This is an optimization exercise on Yosys and OpenROAD, whose aim is small area, a short achievable clock period and few clock cycles, not a production implementation. Function was checked by simulation only, so behaviour that the tests miss may differ from the original. No activity file was given, so power comes from the tool's default toggle rates.

$ cat flow/design.v
package nice_core_pkg;
   typedef logic [32-1:0]  nice_word_t;
   typedef logic [3-1:0] nice_idx_t;
   typedef enum logic [2:0] {
      OP_NONE,
      OP_LABUF,
      OP_LPBUF,
      OP_SBUF,
      OP_WORK,
      OP_ILLEGAL
   } nice_op_e;
   typedef enum logic [2:0] {
      S_IDLE,
      S_LOAD,
      S_STORE,
      S_WORK,
      S_RESP
   } nice_state_e;
   typedef enum logic [2:0] {
      X_IDLE,
      X_FETCH,
      X_ITER,
      X_WRITE,
      X_DONE
   } nice_exec_state_e;
   typedef struct packed {
      nice_word_t inst;
      nice_word_t rs1;
   } nice_req_t;
   typedef struct packed {
      logic       valid;
      logic       to_p;
      nice_idx_t  idx;
      nice_word_t data;
   } nice_ld_wr_t;
endpackage
`timescale 1ns/1ps
module nice_core_top (
   input  logic                  nice_clk,
   input  logic                  nice_rst_n,
   output logic                  nice_active,
   output logic                  nice_mem_holdup,
   input  logic                  nice_req_valid,
   output logic                  nice_req_ready,
   input  logic [32-1:0] nice_req_inst,
   input  logic [32-1:0] nice_req_rs1,
   input  logic [32-1:0] nice_req_rs2,
   output logic                  nice_rsp_valid,
   input  logic                  nice_rsp_ready,
   output logic [32-1:0] nice_rsp_rdat,
   output logic                  nice_rsp_err,
   output logic                  nice_icb_cmd_valid,
   input  logic                  nice_icb_cmd_ready,
   output logic [32-1:0] nice_icb_cmd_addr,
   output logic                  nice_icb_cmd_read,
   output logic [32-1:0] nice_icb_cmd_wdata,
   input  logic                  nice_icb_rsp_valid,
   output logic                  nice_icb_rsp_ready,
   input  logic [32-1:0] nice_icb_rsp_rdata,
   input  logic                  nice_icb_rsp_err
);
   localparam int STEPS = 2;
   logic d_mem3, d_labuf, d_lpbuf, d_sbuf, d_work, d_mem, d_ill;
   assign d_mem3  = (nice_req_inst[6:0] == 7'h7b) &&
                    (nice_req_inst[14:12] == 3'b010);
   assign d_labuf = d_mem3 && (nice_req_inst[31:25] == 7'b0000001);
   assign d_lpbuf = d_mem3 && (nice_req_inst[31:25] == 7'b0000011);
   assign d_sbuf  = d_mem3 && (nice_req_inst[31:25] == 7'b0000100);
   assign d_work  = (nice_req_inst[6:0] == 7'h7b) &&
                    (nice_req_inst[14:12] == 3'b000) &&
                    (nice_req_inst[31:25] == 7'b0000101);
   assign d_mem   = d_labuf | d_lpbuf | d_sbuf;
   assign d_ill   = !(d_mem | d_work);
   logic        inflight;    
   logic        k_work;
   logic        k_ill;
   logic        mem_busy;    
   logic        mem_done;    
   logic        is_store;
   logic        to_p;
   logic        err_r;
   logic [3:0]  cmd_cnt;
   logic [2:0]  rsp_cnt;
   logic [31:0] addr_r;
   logic        acc;
   logic        cmd_hsk;
   logic        rsp_fire;
   logic        rsp_hsk;
   logic [7:0]  rdy;         
   logic        cbusy;       
   logic [31:0] r_rd;        
   logic [7:0]  csel;        
   logic [31:0] r7;
   assign nice_req_ready = !inflight;
   assign acc            = nice_req_valid && !inflight;
   assign nice_active    = nice_req_valid || inflight;
   assign nice_icb_cmd_valid = mem_busy && !cmd_cnt[3] &&
                               (is_store ? |(csel & rdy) : !cbusy);
   assign nice_icb_cmd_addr  = addr_r;
   assign nice_icb_cmd_read  = !is_store;
   assign nice_icb_cmd_wdata = r_rd;
   assign nice_icb_rsp_ready = rsp_ok;
   assign cmd_hsk  = nice_icb_cmd_valid && nice_icb_cmd_ready;
   assign rsp_fire = mem_busy && nice_icb_rsp_valid && rsp_ok;
   assign nice_mem_holdup = mem_busy;
   assign nice_rsp_valid  = inflight && (k_ill || mem_done || (k_work && rdy[7]));
   assign nice_rsp_err    = err_r;
   assign nice_rsp_rdat   = k_work ? r7 : 32'h0;
   assign rsp_hsk         = nice_rsp_valid && nice_rsp_ready;
   always_ff @(posedge nice_clk) begin
      if (!nice_rst_n) begin
         inflight <= 1'b0;
         k_work   <= 1'b0;
         k_ill    <= 1'b0;
         mem_busy <= 1'b0;
         mem_done <= 1'b0;
      end else if (acc) begin
         inflight <= 1'b1;
         k_work   <= d_work;
         k_ill    <= d_ill;
         mem_busy <= d_mem;
         mem_done <= 1'b0;
      end else begin
         if (rsp_fire && rsp_cnt == 3'd7) begin
            mem_busy <= 1'b0;
            mem_done <= 1'b1;
         end
         if (rsp_hsk) begin
            inflight <= 1'b0;
            k_work   <= 1'b0;
            k_ill    <= 1'b0;
            mem_done <= 1'b0;
         end
      end
   end
   always_ff @(posedge nice_clk) begin
      if (acc) begin
         is_store <= d_sbuf;
         to_p     <= d_lpbuf;
         err_r    <= d_ill;
         cmd_cnt  <= 4'd0;
         csel     <= 8'h01;
         rsp_cnt  <= 3'd0;
         addr_r   <= nice_req_rs1;
      end else begin
         if (cmd_hsk) begin
            cmd_cnt <= cmd_cnt + 4'd1;
            csel    <= {csel[6:0], csel[7]};
            addr_r  <= addr_r + 32'd4;
         end
         if (rsp_fire) begin
            rsp_cnt <= rsp_cnt + 3'd1;
            err_r   <= err_r | nice_icb_rsp_err;
         end
      end
   end
   logic [31:0] a_q [8];
   logic [31:0] p_q [8];
   logic [5:0]  la_q [8];    
   logic [5:0]  lp_q [8];
   logic        wr_a;
   logic        wr_p;
   function automatic [5:0] lzc32(input [31:0] x);
      integer i;
      begin
         lzc32 = 6'd32;
         for (i = 0; i < 32; i = i + 1) begin
            if (x[i]) lzc32 = 6'd31 - i[5:0];
         end
      end
   endfunction
   logic [7:0]  a_vld;
   logic [7:0]  p_vld;
   logic        ld_a;
   logic        ld_p;
   logic        rsp_ok;
   logic [2:0]  ph;
   logic [2:0]  ph_n;
   logic        cnt0;
   logic        cnt0_n;
   assign ph_n   = (rsp_fire && cnt0) ? 3'd0 : rsp_fire ? ph : ph - 3'd1;
   assign cnt0_n = acc ? 1'b1 : (rsp_fire ? 1'b0 : cnt0);
   always_ff @(posedge nice_clk) begin
      ph     <= ph_n;
      cnt0   <= cnt0_n;
      rsp_ok <= (acc ? d_sbuf : is_store) || cnt0_n || (ph_n == 3'd0);
   end
   assign ld_a = rsp_fire && !is_store && !to_p;
   assign ld_p = rsp_fire && !is_store && to_p;
   always_ff @(posedge nice_clk) begin
      for (int i = 0; i < 7; i++) begin
         a_q[i] <= a_q[i+1];
         p_q[i] <= p_q[i+1];
      end
      a_q[7] <= ld_a ? nice_icb_rsp_rdata : a_q[0];
      p_q[7] <= ld_p ? nice_icb_rsp_rdata : p_q[0];
      for (int i = 0; i < 7; i++) begin
         if (i != 6) begin
            la_q[i] <= la_q[i+1];
            lp_q[i] <= lp_q[i+1];
         end
      end
      la_q[7] <= la_q[0];
      lp_q[7] <= lp_q[0];
      la_q[6] <= wr_a ? lzc32(a_q[7]) : la_q[7];
      lp_q[6] <= wr_p ? lzc32(p_q[7]) : lp_q[7];
      wr_a    <= ld_a;
      wr_p    <= ld_p;
   end
   always_ff @(posedge nice_clk) begin
      if (!nice_rst_n) begin
         a_vld <= 8'h0;
         p_vld <= 8'h0;
      end else begin
         for (int i = 0; i < 8; i++) begin
            if (ld_a && rsp_cnt == i) a_vld[i] <= 1'b1;
            if (ld_p && rsp_cnt == i) p_vld[i] <= 1'b1;
         end
      end
   end
   logic [7:0]  psel;        
   logic        pend;        
   logic        start;
   logic        pact;
   logic [2:0]  pk;
   logic [31:0] pa;
   logic [31:0] pp;
   logic [5:0]  la;
   logic [5:0]  lp;
   logic        direct;
   logic [4:0]  sh;
   logic [31:0] d0;
   logic        load;
   logic        uld;
   assign cbusy = !(&rdy);
   assign start = acc && d_work && !cbusy;
   assign pact  = start || (cbusy && !pend);
   logic        pva;
   logic        pvp;
   always_comb begin
      pk  = 3'd0;
      pva = 1'b0;
      pvp = 1'b0;
      for (int i = 0; i < 8; i++) begin
         if (psel[i]) begin
            pk  = pk | 3'(i);
            pva = pva | a_vld[i];
            pvp = pvp | p_vld[i];
         end
      end
   end
   logic [7:0]  sela;
   logic [7:0]  selp;
   always_ff @(posedge nice_clk) begin
      if (ld_a && rsp_cnt == 3'd0) sela <= 8'h40;
      else if (!load) sela <= {sela[0], sela[7:1]};
      if (ld_p && rsp_cnt == 3'd0) selp <= 8'h40;
      else if (!load) selp <= {selp[0], selp[7:1]};
   end
   always_comb begin
      pa = 32'h0;
      pp = 32'h0;
      la = 6'd0;
      lp = 6'd0;
      for (int i = 0; i < 8; i++) begin
         if (sela[i]) pa = pa | a_q[i];
         if (selp[i]) pp = pp | p_q[i];
         if (sela[i]) la = la | la_q[i];
         if (selp[i]) lp = lp | lp_q[i];
      end
      if (!pva) pa = 32'h0;
      if (!pvp) pp = 32'h0;
      if (!pva) la = 6'd32;
      if (!pvp) lp = 6'd32;
   end
   assign direct = lp[5] || (la > lp);
   assign sh     = 5'(lp - la);
   assign d0     = pp << sh;
   logic        ubusy;
   logic [4:0]  ucnt;        
   logic [31:0] urem;
   logic [31:0] ud;
   logic [2:0]  uk;
   logic        ufin;
   logic [31:0] unext;
   logic [33:0] e1;
   logic [33:0] e2;
   logic [33:0] e3;
   logic        two;
   assign two = (ucnt != 5'd0);
   assign e1  = {2'b0, urem} - {3'b0, ud[31:1]};
   assign e2  = {2'b0, urem} - {2'b0, ud};
   logic [33:0] cs_a;
   logic [33:0] cs_b;
   logic [33:0] cs_c;
   logic [33:0] cs_s;
   logic [33:0] cs_k;
   assign cs_a = {2'b0, urem};
   assign cs_b = ~{2'b0, ud};
   assign cs_c = ~{3'b0, ud[31:1]};
   assign cs_s = cs_a ^ cs_b ^ cs_c;
   assign cs_k = (cs_a & cs_b) | (cs_a & cs_c) | (cs_b & cs_c);
   assign e3  = cs_s - ~{cs_k[32:0], 1'b1};
   always_comb begin
      if (two && !e3[33])      unext = e3[31:0];
      else if (!e2[33])        unext = e2[31:0];
      else if (two && !e1[33]) unext = e1[31:0];
      else                     unext = urem;
   end
   assign ufin = ubusy && (ucnt < 5'(STEPS));
   assign uld  = !ubusy || ufin;
   assign load = pact && uld;
   always_ff @(posedge nice_clk) begin
      if (!nice_rst_n) begin
         ubusy <= 1'b0;
      end else if (load) begin
         ubusy <= 1'b1;
      end else if (ufin) begin
         ubusy <= 1'b0;
      end
   end
   always_ff @(posedge nice_clk) begin
      if (uld) begin
         urem <= pa;
         ud   <= direct ? 32'h0 : d0;
         ucnt <= direct ? 5'd0 : sh;
         uk   <= pk;
      end else begin
         urem <= unext;
         ud   <= ud >> STEPS;
         ucnt <= ucnt - 5'(STEPS);
      end
   end
   always_ff @(posedge nice_clk) begin
      if (!nice_rst_n) begin
         psel <= 8'h80;
         pend <= 1'b0;
      end else if (start) begin
         psel <= 8'h01;
         pend <= 1'b0;
      end else if (load) begin
         psel <= {psel[6:0], 1'b0};
         pend <= psel[6];
      end else if (!cbusy) begin
         psel <= 8'h80;
      end
   end
   logic [31:0] r_mem [8];
   logic [7:0]  r_vld;
   logic [31:0] wb;
   logic [2:0]  wk;
   logic        wv;
   logic [7:0]  wsel;
   always_ff @(posedge nice_clk) begin
      wb <= unext;
      wk <= uk;
      for (int i = 0; i < 8; i++) begin
         if (wsel[i]) r_mem[i] <= wb;
      end
   end
   logic [7:0]  wsel_n;
   logic [7:0]  csel_n;
   logic        fw;          
   always_comb begin
      for (int i = 0; i < 8; i++) wsel_n[i] = ufin && (uk == i);
   end
   assign csel_n = cmd_hsk ? {csel[6:0], csel[7]} : csel;
   always_ff @(posedge nice_clk) begin
      if (!nice_rst_n) begin
         wv   <= 1'b0;
         wsel <= 8'h0;
         fw   <= 1'b0;
      end else begin
         wv   <= ufin;
         wsel <= wsel_n;
         fw   <= |(csel_n & wsel_n);
      end
   end
   always_ff @(posedge nice_clk) begin
      if (!nice_rst_n) begin
         r_vld <= 8'h0;
         rdy   <= 8'hff;
      end else begin
         for (int i = 0; i < 8; i++) begin
            if (start) rdy[i] <= 1'b0;
            else if (ufin && uk == i) rdy[i] <= 1'b1;
            if (wsel[i]) r_vld[i] <= 1'b1;
         end
      end
   end
   always_comb begin
      r_rd = 32'h0;
      for (int i = 0; i < 8; i++) begin
         if (csel[i] && r_vld[i]) r_rd = r_rd | r_mem[i];
      end
      if (fw) r_rd = wb;
   end
   assign r7 = wsel[7] ? wb : r_mem[7];
endmodule
$ cat flow/run.sh
#!/bin/bash
# synth_recipe.tcl (not shown) runs the flow's synth.tcl, then flattens the netlist and writes it again
# the make line also repeats each setting of config.mk as NAME=value (left out here)
make -C /OpenROAD-flow-scripts/flow DESIGN_CONFIG=/design/flow/config.mk WORK_HOME=/design/flow/orfs CLKGATE_MAP_FILE= SYNTH_SCRIPT=/design/flow/synth_recipe.tcl finish
$ cat flow/config.mk
export PLATFORM = sky130hd
export DESIGN_NAME = nice_core_top
export DESIGN_NICKNAME = nice_core_top
export VERILOG_FILES = /design/flow/design.v
export SDC_FILE = /design/flow/constraint.sdc
export NUM_CORES = 4
export LEC_CHECK = 0
export ABC_AREA = 1
export CAP_MARGIN = 20
export CORE_MARGIN = 2
export CORE_UTILIZATION = 40
export SETUP_SLACK_MARGIN = 4.2
export SLEW_MARGIN = 20
$ cat flow/constraint.sdc
create_clock -name core_clock -period 8.0 [get_ports {nice_clk}]
set_input_delay 1.6000 -clock core_clock [delete_from_list [all_inputs] [get_ports {nice_clk}]]
set_output_delay 1.6000 -clock core_clock [all_outputs]
set_load 0.01 [all_outputs]
==> results of run 1 <==
[power groups by stage]
stage               logic [mW]  clock network [mW]  registers [mW]
floorplan                0.924                   0            6.24
detailed placement        1.56                   0            6.37
global route              1.78                5.47            6.29
CTS                       1.60                5.25            6.25
global placement          1.55                   0            6.36
finish                    1.66                5.18            6.27
[cells by family after synthesis]
kind of cell	after synthesis	share of synthesized area [%]
flops	1097	55.8
compound gates	1072	15.6
fa+ha+maj	152	4.92
buf+inv	662	5.77
simple gates	1698	15.8
mux	8	0.182
xor+xnor	97	1.93
[how the worst max path moves through the flow]
stage,depth (start not counted),start,slack [ns],endpoint
after floorplan,21,ud[1]$_DFF_P_,4.43,urem[0]$_DFF_P_
after global placement,20,ud[1]$_DFF_P_,3.01,urem[31]$_DFF_P_
after detailed placement,7,csel[6]$_SDFF_PP0_,2.98,nice_icb_cmd_wdata[10]
after CTS,13,r_vld[0]$_SDFFE_PN0P_,4.05,nice_icb_cmd_wdata[6]
after global routing,13,csel[0]$_SDFF_PP1_,3.91,nice_icb_cmd_wdata[30]
final,13,csel[0]$_SDFF_PP1_,4.05,nice_icb_cmd_wdata[22]
[stage by stage]
| step | worst slack (ns) | hold slack [ns] | instances |
|---|---|---|---|
| after global routing | 3.91 | 0.334 | 6581 |
| after global placement | 3.01 | 0.331 | 6246 |
| after CTS | 4.05 | 0.320 | 6534 |
| final | 4.05 | 0.323 | 6581 |
| after detailed placement | 2.98 | 0.335 | 6246 |
| after floorplan | 4.43 | 0.331 | 4786 |
[final cells by class]
cell class                      count  area (um2)
Tap cell                         1414        1770
Fill cell                       10100       55000
Sequential cell                  1097       24700
Multi-Input combinational cell   3029       18100
Timing Repair inverter              4        27.5
Clock buffer                      161        3110
Timing Repair Buffer              366        3940
Clock inverter                     45         551
Inverter                          465        1860
[cell usage in the layout (no fill, tap or decap), drive strengths merged, types with 8 or more instances in the layout]
master,instances
o211ai,46
o21ai,372
nor2,201
nand2,1179
nand4,28
clkinvlp,16
a22o,38
xor2,63
edfxtp,262
nor3,34
a21oi,254
a41oi,10
nor4,17
a211oi,12
o21bai,8
o32ai,15
clkinv,31
buf,204
clkdlybuf4s50,124
a21o,15
or2,11
inv,461
o2111ai,25
a221oi,125
a31oi,41
mux2i,8
clkbuf,167
a22oi,9
fa,35
nand3,216
xnor2,34
dfxtp,835
dlygate4sd2,21
o22ai,33
ha,117
o221ai,8
a221o,15
a21boi,19
[timing repair]
action | CTS | global route
cloned | 19 | 7
hold buffers | 0 | 0
buffers inserted | 63 | 40
pin swaps | 51 | 58
endpoints found under the setup margin | 175 | 144
resized for setup | 455 | 179
[critical path: stages, from the launching register on]
cell and delay, ns:
dfxtp_2 0.34, nand2_4 0.09, inv_8 0.05, buf_12 0.13
buf_4 0.13, nand2_4 0.04, nand3_2 0.07, a21oi_2 0.14
o21ai_1 0.10, a21oi_2 0.13, o21ai_1 0.09, a21oi_1 0.13
o21ai_1 0.07, buf_2 0.15
[flip-flops by register name (all words and copies together) (netlist names), 48 cells and up]
register / count
la_q: 48
p_q: 256
lp_q: 48
r_mem: 256
a_q: 256
[routing by layer]
metal / routed length, um / global-route usage (%) / up-vias
met1: 60800 / 32.1 / 17000
met5: 0 / 0 / -
met3: 8700 / 3.53 / 236
met2: 63600 / 39.0 / 1184
met4: 4360 / 7.05 / 0
li1: - / - / 17000
==> impl_metrics.json, run 1 <==
{
  "grt_max_degree": 63,
  "port_buffers": 191,
  "cts_buffers": 110,
  "avgRoutedWirePerCell_um": 20.9,
  "final_area_um2": 54000,
  "num_vias": 35300,
  "drive_above_1_share_pct": 13.3,
  "clockBufferDepth": 3,
  "clkPwrFrac_pct": 39.5,
  "hp-start": "a_q[2][3]$_DFF_P_",
  "utilization_pct": 49.5,
  "r2r-end": "ud[19]$_DFF_P_",
  "total_power_mw": 13.1,
  "setup_violations": 0,
  "dpl.hpwl_um": 88400,
  "hold_class": "register to register",
  "drtAntennaViolNets": 0,
  "rows": 121,
  "synthFlopType": "dfxtp_1",
  "switching_share_pct": 28.2,
  "worst_setup_path_start_kind": "register",
  "status": "finished clean",
  "internal_power_mw": 9.41,
  "hold_viol_final": 0,
  "die-area_um2": 113000,
  "reg2reg_depth": 17,
  "p_leak_nw": 22.8,
  "synthCells": 4786,
  "cp-end-kind": "output pin",
  "viasPerCell": 5.37,
  "ios": 239,
  "synth_edf_count": 262,
  "powerDensity_nw_per_um2": 243,
  "hold-path-endpoint": "a_q[1][3]$_DFF_P_",
  "placed_cell_area_um2": 47400,
  "drc": 0,
  "grt_pass1_vias": 33500,
  "tightest_slew_ns": 1.20,
  "cts_tree": "yes",
  "wl_um": 137000,
  "htreeDepth": 3,
  "reg2reg_slack_ns": 4.31,
  "postSynthAreaPerCell_um2": 9.20,
  "power_frac_comb_pct": 12.7,
  "ir_drop_uv": 193,
  "crit_fanout": 4,
  "crit_required_ns": 6.40,
  "path_clk_slew_ns": 0.06,
  "coreArea_um2": 109000,
  "slew_headroom_pct": 20.3,
  "layout.nets": 5360,
  "finalClockSkew_ns": 0.0575,
  "die_h_um": 336,
  "yosys_warnings": 6,
  "rsz0062_at_grt": "yes",
  "syn_to_final_growth_pct": 22.6,
  "finalCriticalPeriod_ns": 3.95,
  "gp_congestion": 0.902,
  "ys_seq_elements": 1097,
  "synth.net_count": 5073,
  "max_freq_mhz": 253,
  "initialDrtViolationCount": 3021,
  "clock_latency_ns": 0.73,
  "yosysTopAreaCell": "dfxtp_1",
  "yosysMostFrequentCell": "nand2_1",
  "r2r-start": "sela[0]$_SDFFE_PP0N_",
  "grt_pass1_wl_um": 205000,
  "p_seq_share_pct": 47.8,
  "synth_cell_type_count": 71,
  "grt.total_usage_pct": 23.6,
  "cap_violations": 0,
  "initial_core_util_pct": 40.4,
  "tns_ns": 0,
  "timing.final.crit_share_pct": 49.3,
  "crit_type": "register to output pin",
  "ys_seq_area_share_pct": 55.8,
  "firstDrtPassIters": 5,
  "netlist_area_um2": 44000,
  "synthTopCellsByArea": "dfxtp_1 38%, edfxtp_1 18%, nand2_1 10%",
  "synthArstFlopShare_pct": 0,
  "hold_path_depth": 0,
  "antenna_found_initial": 2,
  "synth_common_cells": "1170 x nand2_1, 835 x dfxtp_1, 451 x inv_1",
  "netlist.area_leader.share_pct": 38.0,
  "overflow": 0,
  "slew_violations": 0,
  "die_w_um": 336,
  "cts-root-buf": "clkbuf_16",
  "numClockSinks": 1097,
  "cp.arrival_ns": 2.35,
  "power_switching_mw": 3.69,
  "antenna_cells": 0
}
Testbench counts, summed over its fixed seeds: cycles 4,928.
==> run 2, diff against run 1 <==
--- a/flow/config.mk
+++ b/flow/config.mk
@@ -6,8 +6,9 @@
 export NUM_CORES = 4
 export LEC_CHECK = 0
-export ABC_AREA = 1
 export CAP_MARGIN = 20
 export CORE_MARGIN = 2
 export CORE_UTILIZATION = 40
+export CTS_BUF_LIST = sky130_fd_sc_hd__clkbuf_4 sky130_fd_sc_hd__clkbuf_8
+export CTS_CLUSTER_SIZE = 25
 export SETUP_SLACK_MARGIN = 4.2
 export SLEW_MARGIN = 20
==> impl_metrics.json, run 2 <==
{
  "die-area_um2": 111000,
  "power_frac_comb_pct": 1.3,
  "synthCells": 3878,
  "switching_share_pct": 21.6,
  "clkPwrFrac_pct": 47.7,
  "htreeDepth": 4,
  "multi_input_area_um2": 19100,
  "grt.total_usage_pct": 23.9,
  "grt_max_degree": 66,
  "avgRoutedWirePerCell_um": 23.7,
  "syn_to_final_growth_pct": 25.3,
  "antenna_found_initial": 3,
  "drc": 0,
  "synth.net_count": 4165,
  "ir_drop_uv": 161,
  "setup_violations": 0,
  "worst_path_max_delay_cell": "dfxtp_4",
  "powerDensity_nw_per_um2": 205,
  "die_w_um": 334,
  "finalCriticalPeriod_ns": 3.99,
  "max_freq_mhz": 251,
  "numClockSinks": 1097,
  "clock_latency_ns": 0.85,
  "hold_class": "register to register",
  "gp_congestion": 0.902,
  "cts_buffers": 174,
  "clockBufferDepth": 3,
  "yosysTopAreaCell": "dfxtp_1",
  "synth_simple_gate_area_share_pct": 9.19,
  "grt_pass1_wl_um": 203000,
  "finalClockSkew_ns": 0.0392,
  "synth_cell_type_count": 90,
  "cts_tree": "yes",
  "synthFlopType": "dfxtp_1",
  "cp.arrival_ns": 2.39,
  "path_clk_slew_ns": 0.06,
  "cp_top_family": "buffers and inverters",
  "internal_power_mw": 8.75,
  "slew_violations": 0,
  "crit_fanout": 6,
  "max_stage_delay_ns": 0.35,
  "hold_viol_final": 0,
  "die_h_um": 334,
  "synth-xor-area-share_pct": 2.23,
  "initialDrtViolationCount": 2736,
  "postSynthAreaPerCell_um2": 11.2,
  "rows": 120,
  "ys_seq_area_share_pct": 56.5,
  "netlist_area_um2": 43500,
  "fillCellCount": 9514,
  "wl_um": 137000,
  "grt_pass1_vias": 32000,
  "worst_setup_path_start_kind": "register",
  "cap_violations": 0,
  "drive_above_1_share_pct": 23.7,
  "yosysMostFrequentCell": "dfxtp_1",
  "synthMuxAreaShare_pct": 5.51,
  "power_switching_mw": 2.41,
  "register_area_um2": 24700,
  "num_vias": 33200,
  "drtAntennaViolNets": 0,
  "firstDrtPassIters": 6,
  "ios": 239,
  "port_buffers": 191,
  "layout_common_cells": "795 x dfxtp_1, 300 x a22oi_1, 262 x edfxtp_1, 259 x nand2_1, 208 x clkbuf_8",
  "synthTopCellsByArea": "dfxtp_1 38%, edfxtp_1 18%, a22oi_1 6.8%",
  "synth_common_cells": "835 x dfxtp_1, 392 x a22oi_1, 262 x edfxtp_1, 262 x nand2_1, 180 x a21oi_1",
  "cts-root-buf": "clkbuf_8",
  "cp_num_buf_inv": 2,
  "total_power_mw": 11.2,
  "coreArea_um2": 108000,
  "p_seq_share_pct": 50.9,
  "overflow": 0,
  "p_leak_nw": 20.6,
  "final_common_cell": "dfxtp_1",
  "cts_hold_buf": 0,
  "status": "finished clean",
  "crit_type": "register to output pin",
  "tns_ns": 0,
  "ys_seq_elements": 1097,
  "synth_edf_count": 262,
  "netlist.area_leader.share_pct": 38.4,
  "synth_top_family_by_area": "compound AO/OA/AOI/OAI gates",
  "layout.nets": 4534,
  "timing.final.crit_share_pct": 49.9,
  "dpl.hpwl_um": 83100,
  "yosys_warnings": 6,
  "initial_core_util_pct": 40.5,
  "rsz0062_at_grt": "yes",
  "path_cells": "and2_4 -> bufbuf_16 -> a22oi_1 -> nand4_1 -> mux2_4 -> buf_2",
  "cp-end-kind": "output pin",
  "synth-compound-area-share_pct": 18.7,
  "slew_headroom_pct": 20.3,
  "top_regs": "a_q: 256 flops, p_q: 256 flops, r_mem: 256 flops",
  "crit_required_ns": 6.40,
  "tightest_slew_ns": 1.19,
  "synth_fa_ha_area_share_pct": 4.98,
  "viasPerCell": 5.73,
  "synthArstFlopShare_pct": 0
}
## run 2: cell types whose count changed in the layout (fill, tap and decap cells not counted), moves of 108 or more
cell / change
nand3_1: -159
o21ai_0: -172
clkbuf_16: -108
inv_1: -345
a22oi_1: +293
clkbuf_8: +191
nand2_1: -875
## run 2: power groups by stage
| stage | sequential, mW | clock [mW] | combinational (mW) |
|---|---|---|---|
| finish | 5.68 | 5.32 | 0.147 |
| floorplan | 5.81 | 0 | 0.0426 |
| global route | 5.68 | 5.65 | 0.159 |
| global placement | 5.80 | 0 | 0.149 |
| detailed placement | 5.80 | 0 | 0.150 |
| CTS | 5.68 | 5.40 | 0.151 |
## run 2: cell families (layout without fill, tap and decap cells)
family                     count (synthesis)  after routing
adders and majority gates                152            152
AOI/OAI and AO/OA                       1163           1165
DFF                                     1097           1097
muxes                                    221            221
other                                      0              1
and+or+nand+nor                          813            813
buffers and inverters                    321            824
xor gates and xnor gates                 111            111
## run 2: final timing paths
path	start	cells past startpoint	slack, ns	end
max	csel[5]$_SDFF_PP0_	6	4.01	nice_icb_cmd_wdata[24]
min	a_q[4][17]$_DFF_P_	0	0.34	a_q[3][17]$_DFF_P_
max reg2reg	ud[1]$_DFF_P_	20	4.09	urem[21]$_DFF_P_
min reg2reg	a_q[4][17]$_DFF_P_	0	0.34	a_q[3][17]$_DFF_P_
## run 2: repair_timing
item | CTS | global route
buffers inserted | 79 | 60
resized for setup | 532 | 275
gates cloned | 25 | 5
setup endpoints to repair | 162 | 167
pin swaps | 73 | 67
## run 2: cell type report
| class | instances | area share, % |
|---|---|---|
| tap | 1403 | 3.22 |
| inverter | 103 | 0.748 |
| clock buffer | 271 | 6.12 |
| timing repair buffer | 409 | 8.65 |
| sequential | 1097 | 45.3 |
| clock inverter | 41 | 1.04 |
| multi-input combinational | 2462 | 35.0 |
| antenna | 1 | 0.00459 |
## run 2: metrics by stage
step	worst slack (ns)	utilization (%)	hold WS, ns	instances	area (um2)
after global routing	3.92	50.7	0.332	5787	54500
after floorplan	4.20	-	0.331	3878	43500
final	4.01	50.7	0.337	5787	54500
after global placement	2.91	43.4	0.332	5305	46700
after CTS	3.95	49.2	0.328	5721	52900
after detailed placement	2.82	43.4	0.336	5305	46700
## run 2: layer usage
metal	vias to the layer above	part of all wire, %	global-route usage, %
met1	16400	44	32.3
met4	2	3.0	8.06
met3	234	6.7	4.58
met5	-	0.013	0
met2	1223	46	38.2
li1	15300	-	-
==> run 3, diff against run 2 <==
--- a/flow/config.mk
+++ b/flow/config.mk
@@ -8,5 +8,5 @@
 export CAP_MARGIN = 20
 export CORE_MARGIN = 2
-export CORE_UTILIZATION = 40
+export CORE_UTILIZATION = 55
 export CTS_BUF_LIST = sky130_fd_sc_hd__clkbuf_4 sky130_fd_sc_hd__clkbuf_8
 export CTS_CLUSTER_SIZE = 25
==> impl_metrics.json, run 3 <==
{
  "status": "finished clean",
  "setup_violations": 0,
  "synth_edf_count": 262,
  "yosys_warnings": 6,
  "grt_max_degree": 82,
  "drtAntennaViolNets": 0,
  "grt.total_usage_pct": 33.4,
  "layout.nets": 4529,
  "overflow": 0,
  "rows": 103,
  "cts_hold_buf": 0,
  "yosysTopAreaCell": "dfxtp_1",
  "r2r-start": "urem[0]$_DFF_P_",
  "top_regs": "a_q: 256 flops, p_q: 256 flops, r_mem: 256 flops",
  "total_power_mw": 10.9,
  "layout_common_cells": "795 x dfxtp_1, 305 x a22oi_1, 262 x edfxtp_1, 258 x nand2_1, 211 x clkbuf_8",
  "final_area_um2": 53900,
  "netlist_area_um2": 43500,
  "wl_um": 142000,
  "hold_viol_final": 0,
  "antenna_found_initial": 4,
  "path_clk_slew_ns": 0.07,
  "crit_top_cell": "buf_12",
  "port_buffers": 191,
  "rsz0062_at_grt": "yes",
  "htreeDepth": 4,
  "fillCellCount": 5737,
  "finalClockSkew_ns": 0.0705,
  "p_leak_nw": 20.6,
  "r2r-end": "urem[30]$_DFF_P_",
  "clock_latency_ns": 0.86,
  "reg2reg_slack_ns": 4.06,
  "cp_num_buf_inv": 3,
  "viasPerCell": 6.28,
  "postSynthAreaPerCell_um2": 11.2,
  "tightest_slew_ns": 0.989,
  "crit_required_ns": 6.40,
  "cap_violations": 0,
  "finalCriticalPeriod_ns": 4.00,
  "cp-end-kind": "output pin",
  "synthTopCellsByArea": "dfxtp_1 38%, edfxtp_1 18%, a22oi_1 6.8%",
  "slew_headroom_pct": 34.1,
  "clockBufferDepth": 3,
  "synthFlopType": "dfxtp_1",
  "hold_path_depth": 0,
  "crit_type": "register to output pin",
  "ios": 239,
  "firstDrtPassIters": 6,
  "cts_buffers": 171,
  "cp.arrival_ns": 2.40,
  "coreArea_um2": 78600,
  "powerDensity_nw_per_um2": 203,
  "avgRoutedWirePerCell_um": 26.1,
  "worst_setup_path_start_kind": "register",
  "tns_ns": 0,
  "cp_top_family": "buffers and inverters",
  "crit_fanout": 7,
  "die_h_um": 285,
  "synthCells": 3878,
  "synthArstFlopShare_pct": 0,
  "max_stage_delay_ns": 0.35,
  "synth.net_count": 4165,
  "initialDrtViolationCount": 2990,
  "ys_seq_area_share_pct": 56.5,
  "num_vias": 34100,
  "drive_above_1_share_pct": 23.6,
  "cts_tree": "yes",
  "drc": 0,
  "initial_core_util_pct": 55.3,
  "placed_cell_area_um2": 46300,
  "ys_seq_elements": 1097,
  "final_common_cell": "dfxtp_1",
  "numClockSinks": 1097,
  "yosysMostFrequentCell": "dfxtp_1",
  "gp_congestion": 0.944,
  "die_w_um": 285,
  "dpl.hpwl_um": 86500,
  "grt_pass1_vias": 33500,
  "ir_drop_uv": 185,
  "worst_path_max_delay_cell": "dfxtp_4",
  "die-area_um2": 81400,
  "hold-path-endpoint": "a_q[3][3]$_DFF_P_",
  "synth_cell_type_count": 90,
  "syn_to_final_growth_pct": 23.9,
  "max_freq_mhz": 250,
  "grt_pass1_wl_um": 207000,
  "slew_violations": 0,
  "reg2reg_depth": 13,
  "hold_class": "register to register",
  "timing.final.crit_share_pct": 50.0,
  "netlist.area_leader.share_pct": 38.4,
  "synth_common_cells": "835 x dfxtp_1, 392 x a22oi_1, 262 x edfxtp_1, 262 x nand2_1, 180 x a21oi_1",
  "hp-start": "a_q[4][3]$_DFF_P_",
  "path_cells": "buf_12 -> and2_4 -> buf_12 -> a22oi_2 -> nand4_1 -> mux2_4 -> buf_6",
  "cts-root-buf": "clkbuf_8"
}
==> run 3: kinds of logic (layout without fill, tap and decap cells) <==
logic type               Yosys count  count (layout)  synth area share [%]
buffers and inverters            321             815                  2.93
AO/OA/AOI/OAI                   1163            1165                  18.7
AND/OR/NAND/NOR                  813             818                  9.19
multiplexers                     221             221                  5.51
other                              0               1                     0
XOR/XNOR                         111             111                  2.23
flip-flops                      1097            1097                  56.5
adder cells (fa/ha/maj)          152             152                  4.98
==> run 3: worst max path at each step <==
stage                               start                endpoint  slack [ns]  cells after the start
finish              r_vld[6]$_SDFFE_PN0P_  nice_icb_cmd_wdata[10]        4.00                      7
floorplan            psel[6]$_SDFFE_PP0P_          ud[27]$_DFF_P_        4.20                     16
detailed placement   sela[5]$_SDFFE_PP0N_          ud[27]$_DFF_P_        3.16                     14
global placement     sela[5]$_SDFFE_PP0N_          ud[27]$_DFF_P_        3.13                     14
global route           csel[0]$_SDFF_PP1_  nice_icb_cmd_wdata[27]        3.95                      6
CTS                    csel[3]$_SDFF_PP0_  nice_icb_cmd_wdata[20]        3.99                      7
==> run 3: power by group <==
group          internal (mW)  total (mW)  switching [mW]
Combinational         0.0778       0.148          0.0700
Sequential              5.66        5.68          0.0150
Clock                   2.82        5.12            2.30
==> run 3: timing repair <==
| action | in CTS | in global routing |
|---|---|---|
| resized for setup | 540 | 270 |
| cloned | 22 | 7 |
| setup buffers | 68 | 70 |
| setup endpoints to repair | 164 | 173 |
| pin swaps | 81 | 77 |
==> run 3: final cells by class <==
class	instances	area [um2]	area share, %
antenna	1	2.50	0.00464
clock buffer	268	3330	6.18
clock inverter	42	462	0.857
inverter	103	405	0.752
multi-input combinational	2467	19100	35.4
sequential	1097	24700	45.8
tap	1050	1310	2.44
timing repair buffer	402	4620	8.57
==> run 3: through the flow <==
stage	setup WS [ns]	hold WS (ns)	util, %	cells
2_1_floorplan	4.20	0.331	-	3878
3_3_place_gp	3.13	0.333	58.8	4952
3_5_place_dp	3.16	0.335	58.8	4952
4_1_cts	3.99	0.316	66.3	5352
5_1_grt	3.95	0.332	68.5	5430
6_report	4.00	0.320	68.5	5430
==> run 3: per-layer routing <==
| layer | up-vias | part of all wire [%] | global-route usage [%] |
|---|---|---|---|
| li1 | 15300 | - | - |
| met1 | 16900 | 41 | 44.0 |
| met2 | 1532 | 48 | 55.3 |
| met3 | 327 | 7.5 | 5.00 |
| met4 | 2 | 3.7 | 13.4 |
| met5 | - | 0.0092 | 0 |
==> run 4, diff against run 3 <==
--- a/flow/config.mk
+++ b/flow/config.mk
@@ -8,7 +8,7 @@
 export CAP_MARGIN = 20
 export CORE_MARGIN = 2
-export CORE_UTILIZATION = 55
-export CTS_BUF_LIST = sky130_fd_sc_hd__clkbuf_4 sky130_fd_sc_hd__clkbuf_8
-export CTS_CLUSTER_SIZE = 25
+export CORE_UTILIZATION = 40
+export CTS_CLUSTER_DIAMETER = 100
+export CTS_CLUSTER_SIZE = 20
 export SETUP_SLACK_MARGIN = 4.2
 export SLEW_MARGIN = 20
==> impl_metrics.json, run 4 <==
{
  "hold_class": "register to register",
  "slew_headroom_pct": 19.6,
  "cts-root-buf": "clkbuf_16",
  "finalClockSkew_ns": 0.0323,
  "route.met2.wl_um": 60500,
  "drive_above_1_share_pct": 17.3,
  "hold_viol_final": 0,
  "final_common_cell": "dfxtp_1",
  "r2r-start": "ud[1]$_DFF_P_",
  "highest_layer": "met5",
  "cts_buffers": 67,
  "synthFlopType": "dfxtp_1",
  "synth.net_count": 4165,
  "crit_required_ns": 6.40,
  "cts_hold_buf": 0,
  "rows": 120,
  "dpl.cell_count": 5305,
  "firstDrtPassIters": 5,
  "postSynthAreaPerCell_um2": 11.2,
  "htreeDepth": 3,
  "die_h_um": 334,
  "crit_type": "register to output pin",
  "cts_tree": "yes",
  "netlist_area_um2": 43500,
  "viasPerCell": 5.77,
  "cp.arrival_ns": 2.26,
  "synth_common_cells": "835 x dfxtp_1, 392 x a22oi_1, 262 x edfxtp_1, 262 x nand2_1, 180 x a21oi_1",
  "register_area_um2": 24700,
  "yosysMostFrequentCell": "dfxtp_1",
  "ios": 239,
  "netlist.area_leader.share_pct": 38.4,
  "gp_congestion": 0.902,
  "slew_violations": 0,
  "tns_ns": 0,
  "multi_input_area_um2": 18800,
  "synth_cell_type_count": 90,
  "hold_path_depth": 0,
  "top_regs": "a_q: 256 flops, p_q: 256 flops, r_mem: 256 flops",
  "synthTopCellsByArea": "dfxtp_1 38%, edfxtp_1 18%, a22oi_1 6.8%",
  "drc": 0,
  "crit_fanout": 8,
  "crit_start": "csel[7]$_SDFF_PP0_",
  "worst_setup_path_start_kind": "register",
  "reg2reg_slack_ns": 4.14,
  "clock_latency_ns": 0.67,
  "coreArea_um2": 108000,
  "grt.total_usage_pct": 22.8,
  "drtAntennaViolNets": 0,
  "clockBufferDepth": 3,
  "overflow": 0,
  "hp-start": "a_q[3][26]$_DFF_P_",
  "initial_core_util_pct": 40.5,
  "die_w_um": 334,
  "max_freq_mhz": 259,
  "ir_drop_uv": 145,
  "reg2reg_depth": 18,
  "powerDensity_nw_per_um2": 181,
  "timing.final.crit_share_pct": 48.3,
  "cp-end-kind": "output pin",
  "fillCellCount": 9672,
  "setup_violations": 0,
  "r2r-end": "urem[29]$_DFF_P_",
  "finalCriticalPeriod_ns": 3.86,
  "layout_common_cells": "794 x dfxtp_1, 300 x a22oi_1, 262 x edfxtp_1, 255 x nand2_1, 174 x a21oi_1",
  "fin_ws_ns": 4.14,
  "antenna_found_initial": 4,
  "ys_seq_elements": 1097,
  "dr_wl_met3_um": 8280,
  "layout.nets": 4396,
  "synthCells": 3878,
  "tightest_slew_ns": 1.20,
  "grt_max_degree": 66,
  "status": "finished clean",
  "initialDrtViolationCount": 2604,
  "hold_ws_ns": 0.341,
  "p_leak_nw": 19.3,
  "dpl.hpwl_um": 83100,
  "yosysTopAreaCell": "dfxtp_1",
  "hold-path-endpoint": "a_q[2][26]$_DFF_P_",
  "synthArstFlopShare_pct": 0,
  "syn_to_final_growth_pct": 19.0,
  "cap_violations": 0,
  "port_buffers": 191,
  "utilization_pct": 48.1,
  "synth_edf_count": 262,
  "path_clk_slew_ns": 0.09,
  "antenna_cells": 0,
  "wl_um": 132000,
  "numClockSinks": 1097,
  "grt_pass1_wl_um": 195000,
  "ys_seq_area_share_pct": 56.5,
  "die-area_um2": 111000,
  "wl_met1_um": 60100,
  "place_ws_ns": 2.82,
  "yosys_warnings": 6,
  "instances_no_fill": 5544,
  "grt_pass1_vias": 30500,
  "num_vias": 32000,
  "rsz0062_at_grt": "yes",
  "avgRoutedWirePerCell_um": 23.9
}
-- run 4: cell counts after synthesis --
No cell type changed its count.
-- run 4: kinds of logic (layout without fill, tap and decap cells) --
family | Yosys count | after routing | share of synthesized area, %
XOR/XNOR | 111 | 111 | 2.23
AND/OR/NAND/NOR | 813 | 813 | 9.19
multiplexers | 221 | 221 | 5.51
buffers and inverters | 321 | 583 | 2.93
adder cells (fa/ha/maj) | 152 | 152 | 4.98
AO/OA/AOI/OAI | 1163 | 1164 | 18.7
flip-flops | 1097 | 1097 | 56.5
-- run 4: worst max path at each step --
stage,cells past startpoint,end,slack (ns)
2_1_floorplan,16,ud[27]$_DFF_P_,4.20
3_3_place_gp,17,urem[8]$_DFF_P_,2.91
3_5_place_dp,17,urem[8]$_DFF_P_,2.82
4_1_cts,6,nice_icb_cmd_wdata[0],4.03
5_1_grt,18,urem[29]$_DFF_P_,4.04
6_report,6,nice_icb_cmd_wdata[13],4.14
-- run 4: per-layer routing --
layer / global-route usage, % / up-vias
li1: - / 14900
met1: 31.7 / 15800
met2: 36.6 / 1040
met3: 3.69 / 172
met4: 6.92 / 4
met5: 0 / -
-- run 4: layout make-up --
type	instances	share of cell area [%]
inverters	103	0.788
multi-input cells	2461	36.3
well taps	1403	3.39
clock inverters	13	0.377
repair buffers	379	8.02
flip-flops and latches	1097	47.7
clock buffers	88	3.45
-- run 4: stage by stage --
stage          power (mW)  cell area, um2
3_3_place_gp         5.95           46700
5_1_grt              9.64           51700
6_report             9.35           51700
2_1_floorplan        5.85           43500
3_5_place_dp         5.95           46700
4_1_cts              9.42           50300
-- run 4: power breakdown --
group          switching [mW]  internal, mW  leakage (nW)
sequential             0.0146          5.66          9.26
clock                    1.92          1.61         0.949
combinational          0.0689        0.0781          9.12
total                    2.00          7.35          19.3
-- run 4: repair_timing --
item,CTS,global route
cloned,16,10
gates resized for setup,314,268
setup buffers,53,59
endpoints found under the setup margin,163,149
pin swaps,26,66
-- run 4: worst max-delay path, cell delays in order, from the launching register on --
cell             delay, ns
dfxtp_4               0.35
and2_4                0.21
buf_16                0.17
a22oi_2               0.19
nand4_1               0.11
mux2_2                0.31
clkdlybuf4s15_2       0.24
==> run 5, diff against run 4 <==
--- a/flow/config.mk
+++ b/flow/config.mk
@@ -9,6 +9,6 @@
 export CORE_MARGIN = 2
 export CORE_UTILIZATION = 40
-export CTS_CLUSTER_DIAMETER = 100
-export CTS_CLUSTER_SIZE = 20
+export CTS_CLUSTER_DIAMETER = 150
+export CTS_CLUSTER_SIZE = 24
 export SETUP_SLACK_MARGIN = 4.2
 export SLEW_MARGIN = 20
==> impl_metrics.json, run 5 <==
{
  "crit_required_ns": 8.63,
  "synth_cell_type_count": 90,
  "numClockSinks": 1097,
  "drc": 0,
  "path_clk_slew_ns": 0.12,
  "ys_seq_area_share_pct": 56.5,
  "powerDensity_nw_per_um2": 170,
  "crit_type": "register to register",
  "finalClockSkew_ns": 0.0557,
  "layout_common_cells": "793 x dfxtp_1, 305 x a22oi_1, 262 x edfxtp_1, 259 x nand2_1, 174 x a21oi_1",
  "drive_above_1_share_pct": 17.5,
  "worst_setup_path_start_kind": "register",
  "place_ws_ns": 2.82,
  "synthCells": 3878,
  "port_buffers": 191,
  "tightest_slew_ns": 1.17,
  "antenna_cells": 0,
  "grt_pass1_wl_um": 194000,
  "synth_edf_count": 262,
  "ys_seq_elements": 1097,
  "tns_ns": 0,
  "final_common_cell": "dfxtp_1",
  "clock_latency_ns": 0.70,
  "num_vias": 32000,
  "r2r-end": "urem[29]$_DFF_P_",
  "hold_viol_final": 0,
  "layout.nets": 4402,
  "timing.final.crit_share_pct": 48.9,
  "utilization_pct": 47.8,
  "synthFlopType": "dfxtp_1",
  "avgRoutedWirePerCell_um": 23.8,
  "clockBufferDepth": 3,
  "slew_violations": 0,
  "wl_um": 132000,
  "drtAntennaViolNets": 0,
  "gp_congestion": 0.902,
  "grt_max_degree": 66,
  "die-area_um2": 111000,
  "synthArstFlopShare_pct": 0,
  "hold-path-endpoint": "p_q[3][28]$_DFF_P_",
  "yosysTopAreaCell": "dfxtp_1",
  "overflow": 0,
  "hold_path_depth": 0,
  "coreArea_um2": 108000,
  "cts_tree": "yes",
  "cts_buffers": 51,
  "netlist.area_leader.share_pct": 38.4,
  "htreeDepth": 2,
  "initial_core_util_pct": 40.5,
  "netlist_area_um2": 43500,
  "fillCellCount": 9755,
  "finalCriticalPeriod_ns": 3.91,
  "synthTopCellsByArea": "dfxtp_1 38%, edfxtp_1 18%, a22oi_1 6.8%",
  "syn_to_final_growth_pct": 18.2,
  "cap_violations": 0,
  "ir_drop_uv": 157,
  "reg2reg_slack_ns": 4.09,
  "rows": 120,
  "hold_class": "register to register",
  "die_h_um": 334,
  "cts-root-buf": "clkbuf_16",
  "viasPerCell": 5.78,
  "dpl.hpwl_um": 83100,
  "hp-start": "p_q[4][28]$_DFF_P_",
  "setup_violations": 0,
  "crit_fanout": 7,
  "r2r-start": "ud[2]$_DFF_P_",
  "postSynthAreaPerCell_um2": 11.2,
  "cp.arrival_ns": 4.54,
  "top_regs": "a_q: 256 flops, p_q: 256 flops, r_mem: 256 flops",
  "antenna_found_initial": 4,
  "yosysMostFrequentCell": "dfxtp_1",
  "initialDrtViolationCount": 2679,
  "firstDrtPassIters": 5,
  "yosys_warnings": 6,
  "grt_pass1_vias": 30300,
  "synth.net_count": 4165,
  "rsz0062_at_grt": "yes",
  "slew_headroom_pct": 22.2,
  "synth_common_cells": "835 x dfxtp_1, 392 x a22oi_1, 262 x edfxtp_1, 262 x nand2_1, 180 x a21oi_1",
  "p_leak_nw": 19.1,
  "ios": 239,
  "cp-end-kind": "register",
  "max_freq_mhz": 256,
  "grt.total_usage_pct": 22.6,
  "reg2reg_depth": 16,
  "die_w_um": 334,
  "fin_ws_ns": 4.09,
  "status": "finished clean"
}
## run 5: per-layer routing
metal / routed length, um / global-route usage (%) / share of wire [%]
met1: 59600 / 31.5 / 45
met2: 60700 / 36.9 / 46
met3: 7940 / 3.28 / 6.0
met4: 3370 / 6.00 / 2.6
met5: 0 / 0 / 0
## run 5: cell type report
class,count,area (um2),area share [%]
clock buffer,69,1340,2.61
clock inverter,4,63.8,0.124
inverter,103,407,0.791
multi-input combinational,2462,18900,36.7
sequential,1097,24700,48.0
tap,1403,1760,3.41
timing repair buffer,400,4310,8.38
## run 5: where the power goes
part	switching, mW	internal, mW
registers	0.0146	5.66
logic	0.0687	0.0781
clock network	1.74	1.19
## run 5: how the worst max path moves through the flow
stage | startpoint | end | depth (start not counted)
2_1_floorplan | psel[6]$_SDFFE_PP0P_ | ud[27]$_DFF_P_ | 16
3_3_place_gp | ud[1]$_DFF_P_ | urem[8]$_DFF_P_ | 17
3_5_place_dp | ud[1]$_DFF_P_ | urem[8]$_DFF_P_ | 17
4_1_cts | csel[7]$_SDFF_PP0_ | nice_icb_cmd_wdata[0] | 6
5_1_grt | ud[2]$_DFF_P_ | urem[29]$_DFF_P_ | 18
6_report | ud[2]$_DFF_P_ | urem[29]$_DFF_P_ | 16
## run 5: per-stage QoR
step	instance area (um2)	std cells	power, mW	hold slack [ns]
after global placement	46700	5305	5.95	0.332
after detailed placement	46700	5305	5.95	0.336
after global routing	51400	5538	9.03	0.344
final	51400	5538	8.75	0.336
after CTS	49600	5445	8.83	0.336
after floorplan	43500	3878	5.85	0.331
## run 5: logic make-up (layout without fill, tap and decap cells)
group           count (synthesis)  in the layout  share of synthesized area (%)
compound gates               1163           1165                           18.7
xor+xnor                      111            111                           2.23
fa+ha+maj                     152            152                           4.98
buf+inv                       321            576                           2.93
flops                        1097           1097                           56.5
mux                           221            221                           5.51
simple gates                  813            813                           9.19
## run 5: critical path: stages, from the launching register on
cell	delay (ns)
dfxtp_4	0.39
inv_6	0.04
buf_4	0.13
fa_1	0.61
fa_2	0.27
a211oi_4	0.08
o21a_1	0.21
o21a_4	0.25
a211oi_4	0.34
o211ai_1	0.12
buf_4	0.17
o21ai_4	0.24
a31oi_4	0.13
buf_6	0.17
clkbuf_16	0.16
or3_4	0.37
o211ai_1	0.15
## run 5: timing repair
item	4_1_cts	5_1_grt
endpoints found under the setup margin	163	152
hold buffers	0	0
resized for setup	321	253
buffers inserted	54	80
pin swaps	23	71
cloned	13	13
==> run 6, diff against run 5 <==
--- a/flow/design.v
+++ b/flow/design.v
@@ -157,8 +157,4 @@
    logic [31:0] a_q [8];
    logic [31:0] p_q [8];
-   logic [5:0]  la_q [8];    
-   logic [5:0]  lp_q [8];
-   logic        wr_a;
-   logic        wr_p;
    function automatic [5:0] lzc32(input [31:0] x);
       integer i;
@@ -195,16 +191,4 @@
       a_q[7] <= ld_a ? nice_icb_rsp_rdata : a_q[0];
       p_q[7] <= ld_p ? nice_icb_rsp_rdata : p_q[0];
-      for (int i = 0; i < 7; i++) begin
-         if (i != 6) begin
-            la_q[i] <= la_q[i+1];
-            lp_q[i] <= lp_q[i+1];
-         end
-      end
-      la_q[7] <= la_q[0];
-      lp_q[7] <= lp_q[0];
-      la_q[6] <= wr_a ? lzc32(a_q[7]) : la_q[7];
-      lp_q[6] <= wr_p ? lzc32(p_q[7]) : lp_q[7];
-      wr_a    <= ld_a;
-      wr_p    <= ld_p;
    end
    always_ff @(posedge nice_clk) begin
@@ -238,4 +222,6 @@
    logic        pva;
    logic        pvp;
+   logic [7:0]  nsel;        
+   assign nsel = load ? {psel[6:0], psel[7]} : psel;
    always_comb begin
       pk  = 3'd0;
@@ -243,6 +229,6 @@
       pvp = 1'b0;
       for (int i = 0; i < 8; i++) begin
-         if (psel[i]) begin
-            pk  = pk | 3'(i);
+         if (psel[i]) pk = pk | 3'(i);
+         if (nsel[i]) begin
             pva = pva | a_vld[i];
             pvp = pvp | p_vld[i];
@@ -258,20 +244,24 @@
       else if (!load) selp <= {selp[0], selp[7:1]};
    end
+   logic [7:0]  nsela;
+   logic [7:0]  nselp;
+   logic [31:0] na;
+   logic [31:0] np;
+   assign nsela = load ? {sela[6:0], sela[7]} : sela;
+   assign nselp = load ? {selp[6:0], selp[7]} : selp;
    always_comb begin
-      pa = 32'h0;
-      pp = 32'h0;
-      la = 6'd0;
-      lp = 6'd0;
+      na = 32'h0;
+      np = 32'h0;
       for (int i = 0; i < 8; i++) begin
-         if (sela[i]) pa = pa | a_q[i];
-         if (selp[i]) pp = pp | p_q[i];
-         if (sela[i]) la = la | la_q[i];
-         if (selp[i]) lp = lp | lp_q[i];
+         if (nsela[i]) na = na | a_q[i];
+         if (nselp[i]) np = np | p_q[i];
       end
-      if (!pva) pa = 32'h0;
-      if (!pvp) pp = 32'h0;
-      if (!pva) la = 6'd32;
-      if (!pvp) lp = 6'd32;
    end
+   always_ff @(posedge nice_clk) begin
+      pa <= (pva && nice_rst_n) ? na : 32'h0;
+      pp <= (pvp && nice_rst_n) ? np : 32'h0;
+   end
+   assign la = lzc32(pa);
+   assign lp = lzc32(pp);
    assign direct = lp[5] || (la > lp);
    assign sh     = 5'(lp - la);
--- a/flow/config.mk
+++ b/flow/config.mk
@@ -9,6 +9,4 @@
 export CORE_MARGIN = 2
 export CORE_UTILIZATION = 40
-export CTS_CLUSTER_DIAMETER = 150
-export CTS_CLUSTER_SIZE = 24
 export SETUP_SLACK_MARGIN = 4.2
 export SLEW_MARGIN = 20
==> impl_metrics.json, run 6 <==
{
  "cts_tree": "yes",
  "initialDrtViolationCount": 2540,
  "num_vias": 32100,
  "layout.nets": 4432,
  "yosys_warnings": 4,
  "switching_share_pct": 23.2,
  "top_regs": "a_q: 256 flops, p_q: 256 flops, r_mem: 256 flops",
  "cts_hold_buf": 0,
  "viasPerCell": 5.71,
  "die-area_um2": 108000,
  "worst_setup_path_start_kind": "register",
  "initial_core_util_pct": 40.3,
  "dpl.hpwl_um": 74800,
  "finalClockSkew_ns": 0.0583,
  "synth_common_cells": "801 x dfxtp_1, 266 x a22oi_1, 262 x edfxtp_1",
  "register_area_um2": 24000,
  "hold_class": "register to register",
  "p_seq_share_pct": 49.8,
  "crit_fanout": 7,
  "netlist_area_um2": 42300,
  "hold_viol_final": 0,
  "antenna_cells": 0,
  "hold_path_depth": 0,
  "clkPwrFrac_pct": 44.9,
  "synth_fa_ha_area_share_pct": 5.11,
  "cts-root-buf": "clkbuf_16",
  "ys_seq_elements": 1063,
  "slew_violations": 0,
  "synthCells": 3710,
  "yosysTopAreaCell": "dfxtp_1",
  "finalCriticalPeriod_ns": 4.25,
  "yosysMostFrequentCell": "dfxtp_1",
  "synth-xor-area-share_pct": 2.36,
  "grt_max_degree": 81,
  "synthArstFlopShare_pct": 0,
  "p_leak_nw": 21.5,
  "r2r-end": "ud[21]$_DFF_P_",
  "slew_headroom_pct": 21.6,
  "power_frac_comb_pct": 5.3,
  "ios": 239,
  "hold_ws_ns": 0.340,
  "gp_congestion": 0.910,
  "met1_usage_pct": 31.9,
  "overflow": 0,
  "dpl.cell_count": 5141,
  "power_switching_mw": 2.76,
  "cap_violations": 0,
  "crit_required_ns": 8.58,
  "setup_violations": 0,
  "cts_buffers": 107,
  "grt_pass1_wl_um": 196000,
  "drtAntennaViolNets": 0,
  "instances_no_fill": 5625,
  "synth.net_count": 3997,
  "synth_top_family_by_area": "compound AO/OA/AOI/OAI gates",
  "grt_pass1_vias": 30800,
  "internal_power_mw": 9.14,
  "firstDrtPassIters": 7,
  "crit_start": "pa[1]$_SDFF_PN0_",
  "avgRoutedWirePerCell_um": 24.4,
  "fillCellCount": 8899,
  "grt.total_usage_pct": 23.7,
  "synth_cell_type_count": 85,
  "crit_type": "register to register",
  "coreArea_um2": 105000,
  "synthTopCellsByArea": "dfxtp_1 38%, edfxtp_1 19%, mux2_2 4.7%",
  "final_common_cell": "dfxtp_1",
  "drive_above_1_share_pct": 28.7,
  "grt-busiest-layer": "met2",
  "die_h_um": 329,
  "synth_edf_count": 262,
  "postSynthAreaPerCell_um2": 11.4,
  "port_buffers": 191,
  "timing.final.crit_share_pct": 53.1,
  "reg2reg_depth": 21,
  "clock_latency_ns": 0.73,
  "clockBufferDepth": 3,
  "max_freq_mhz": 235,
  "antenna_found_initial": 3,
  "numClockSinks": 1063,
  "r2r-start": "pa[1]$_SDFF_PN0_",
  "hold-path-endpoint": "a_q[0][24]$_DFF_P_",
  "rsz0062_at_grt": "yes",
  "tightest_slew_ns": 1.18,
  "netlist.area_leader.share_pct": 37.9,
  "use_met2_pct": 39.2,
  "die_w_um": 329,
  "htreeDepth": 3,
  "powerDensity_nw_per_um2": 212,
  "synthMuxAreaShare_pct": 6.55,
  "cp.arrival_ns": 4.83,
  "multi_input_area_um2": 20600,
  "ys_seq_area_share_pct": 56.5,
  "hp-start": "a_q[1][24]$_DFF_P_",
  "wl_um": 137000,
  "drc": 0,
  "ir_drop_uv": 213,
  "rows": 119,
  "layout_common_cells": "761 x dfxtp_1, 262 x edfxtp_1, 224 x nand2_1, 189 x nor2_1, 167 x a22oi_1",
  "synthFlopType": "dfxtp_1",
  "cp-end-kind": "register",
  "path_clk_slew_ns": 0.06,
  "synth-compound-area-share_pct": 18.0,
  "met3_usage_pct": 3.13,
  "synth_simple_gate_area_share_pct": 8.62,
  "tns_ns": 0,
  "reg2reg_slack_ns": 3.75,
  "status": "finished clean",
  "syn_to_final_growth_pct": 32.9
}
[run 6: cell types whose count changed after synthesis, sizes merged, moves of 27 or more]
| cell | previous run | this run |
|---|---|---|
| mux2 | 146 | 188 |
| a31oi | 39 | 91 |
| clkbuf | 171 | 133 |
| a22o | 39 | 69 |
| o211ai | 53 | 26 |
| a221oi | 32 | 74 |
| nand4 | 83 | 45 |
| dfxtp | 835 | 801 |
| nor2 | 170 | 205 |
| a22oi | 392 | 266 |
[run 6: layout make-up]
type | instances | share of cell area (%)
multi-input cells | 2374 | 36.6
inverters | 109 | 0.763
repair inverters | 1 | 0.0133
flip-flops and latches | 1063 | 42.7
repair buffers | 489 | 10.1
clock buffers | 154 | 5.60
well taps | 1391 | 3.09
clock inverters | 44 | 1.19
[run 6: layer usage]
layer	part of all wire, %	wire [um]
met3	5.9	8110
met4	4.1	5570
met5	0.011	15
met2	47	65000
met1	43	58800
[run 6: through the flow]
| step | area (um2) | setup slack (ns) | power [mW] | utilization (%) |
|---|---|---|---|---|
| floorplan | 42800 | 3.91 | 6.29 | - |
| global placement | 45700 | 2.41 | 6.50 | 43.5 |
| detailed placement | 45700 | 2.40 | 6.51 | 43.5 |
| CTS | 53600 | 3.81 | 11.9 | 51.0 |
| global route | 56200 | 3.61 | 12.2 | 53.5 |
| finish | 56200 | 3.75 | 11.9 | 53.5 |
[run 6: worst max path at each step]
stage / end / cells after the start
floorplan: pp[1]$_SDFF_PN0_ / 10
global placement: pa[25]$_SDFF_PN0_ / 12
detailed placement: pa[27]$_SDFF_PN0_ / 12
CTS: ud[23]$_DFF_P_ / 19
global route: ud[22]$_DFF_P_ / 21
finish: ud[21]$_DFF_P_ / 21
[run 6: cells by family after synthesis]
| group | after synthesis |
|---|---|
| compound gates | 1076 |
| flops | 1063 |
| simple gates | 767 |
| buf+inv | 293 |
| mux | 245 |
| fa+ha+maj | 152 |
| xor+xnor | 114 |
[run 6: power groups by stage]
stage               clock [mW]  sequential [mW]  combinational, mW
finish                    5.34             5.93              0.628
detailed placement           0             6.01              0.498
CTS                       5.40             5.91              0.569
floorplan                    0             5.97              0.320
global placement             0             6.01              0.496
global route              5.63             5.95              0.657
[run 6: repair_timing]
| item | CTS | global route |
|---|---|---|
| gates resized for setup | 690 | 365 |
| pin swaps | 134 | 137 |
| endpoints found under the setup margin | 247 | 218 |
| buffers inserted | 143 | 86 |
| endpoints found under the hold margin | 0 | 0 |
| cloned | 41 | 16 |
[run 6: worst max-delay path, stage by stage, from the launching register on]
cell	delay, ns
dfxtp_4	0.38
nand2b_1	0.14
a21oi_1	0.13
o21bai_1	0.09
a21oi_2	0.23
o21ai_2	0.10
a21oi_2	0.18
o21ai_1	0.09
a21o_1	0.17
a21oi_2	0.19
o21ba_2	0.16
ha_2	0.17
inv_2	0.05
fa_2	0.62
buf_12	0.15
mux4_2	0.58
a21oi_4	0.25
nand2_1	0.08
o21ai_1	0.08
o22ai_1	0.12
nand2_1	0.09
o21ai_1	0.06
Testbench counts of run 6, summed over its fixed seeds: cycles 4,928.

-- static timing again, ports no longer ideal --
The results above use ideal ports. As a check the final layouts listed here were re-extracted and re-timed, cells and wires unchanged.
Step 1, drivers: a clkbuf_16 drives nice_clk and a buf_2 each remaining input, both assumed.
Step 2 moves the port delays by t, midway between the first and last clock arrival at a register: inputs arrive t later, outputs are due t later. That takes back most of the time a late clock gives input paths.
Slacks: ideal ports / drivers / drivers and shift; pairs: ideal ports / drivers.
| run | shift t [ns] | setup WS [ns] | pins driven straight from the clock port |
|---|---|---|---|
| run 1 | 0.770 | 4.052 / 3.986 / 3.740 | 1 |
| run 2 | 0.897 | 4.010 / 3.943 / 3.583 | 1 |
| run 3 | 0.898 | 4.001 / 3.933 / 3.740 | 1 |
| run 4 | 0.723 | 4.136 / 4.068 / 3.808 | 1 |
| run 5 | 0.736 | 4.089 / 4.047 / 3.776 | 1 |
| run 6 | 0.768 | 3.753 / 3.753 / 3.326 | 1 |
After both steps every run listed still meets setup and hold.
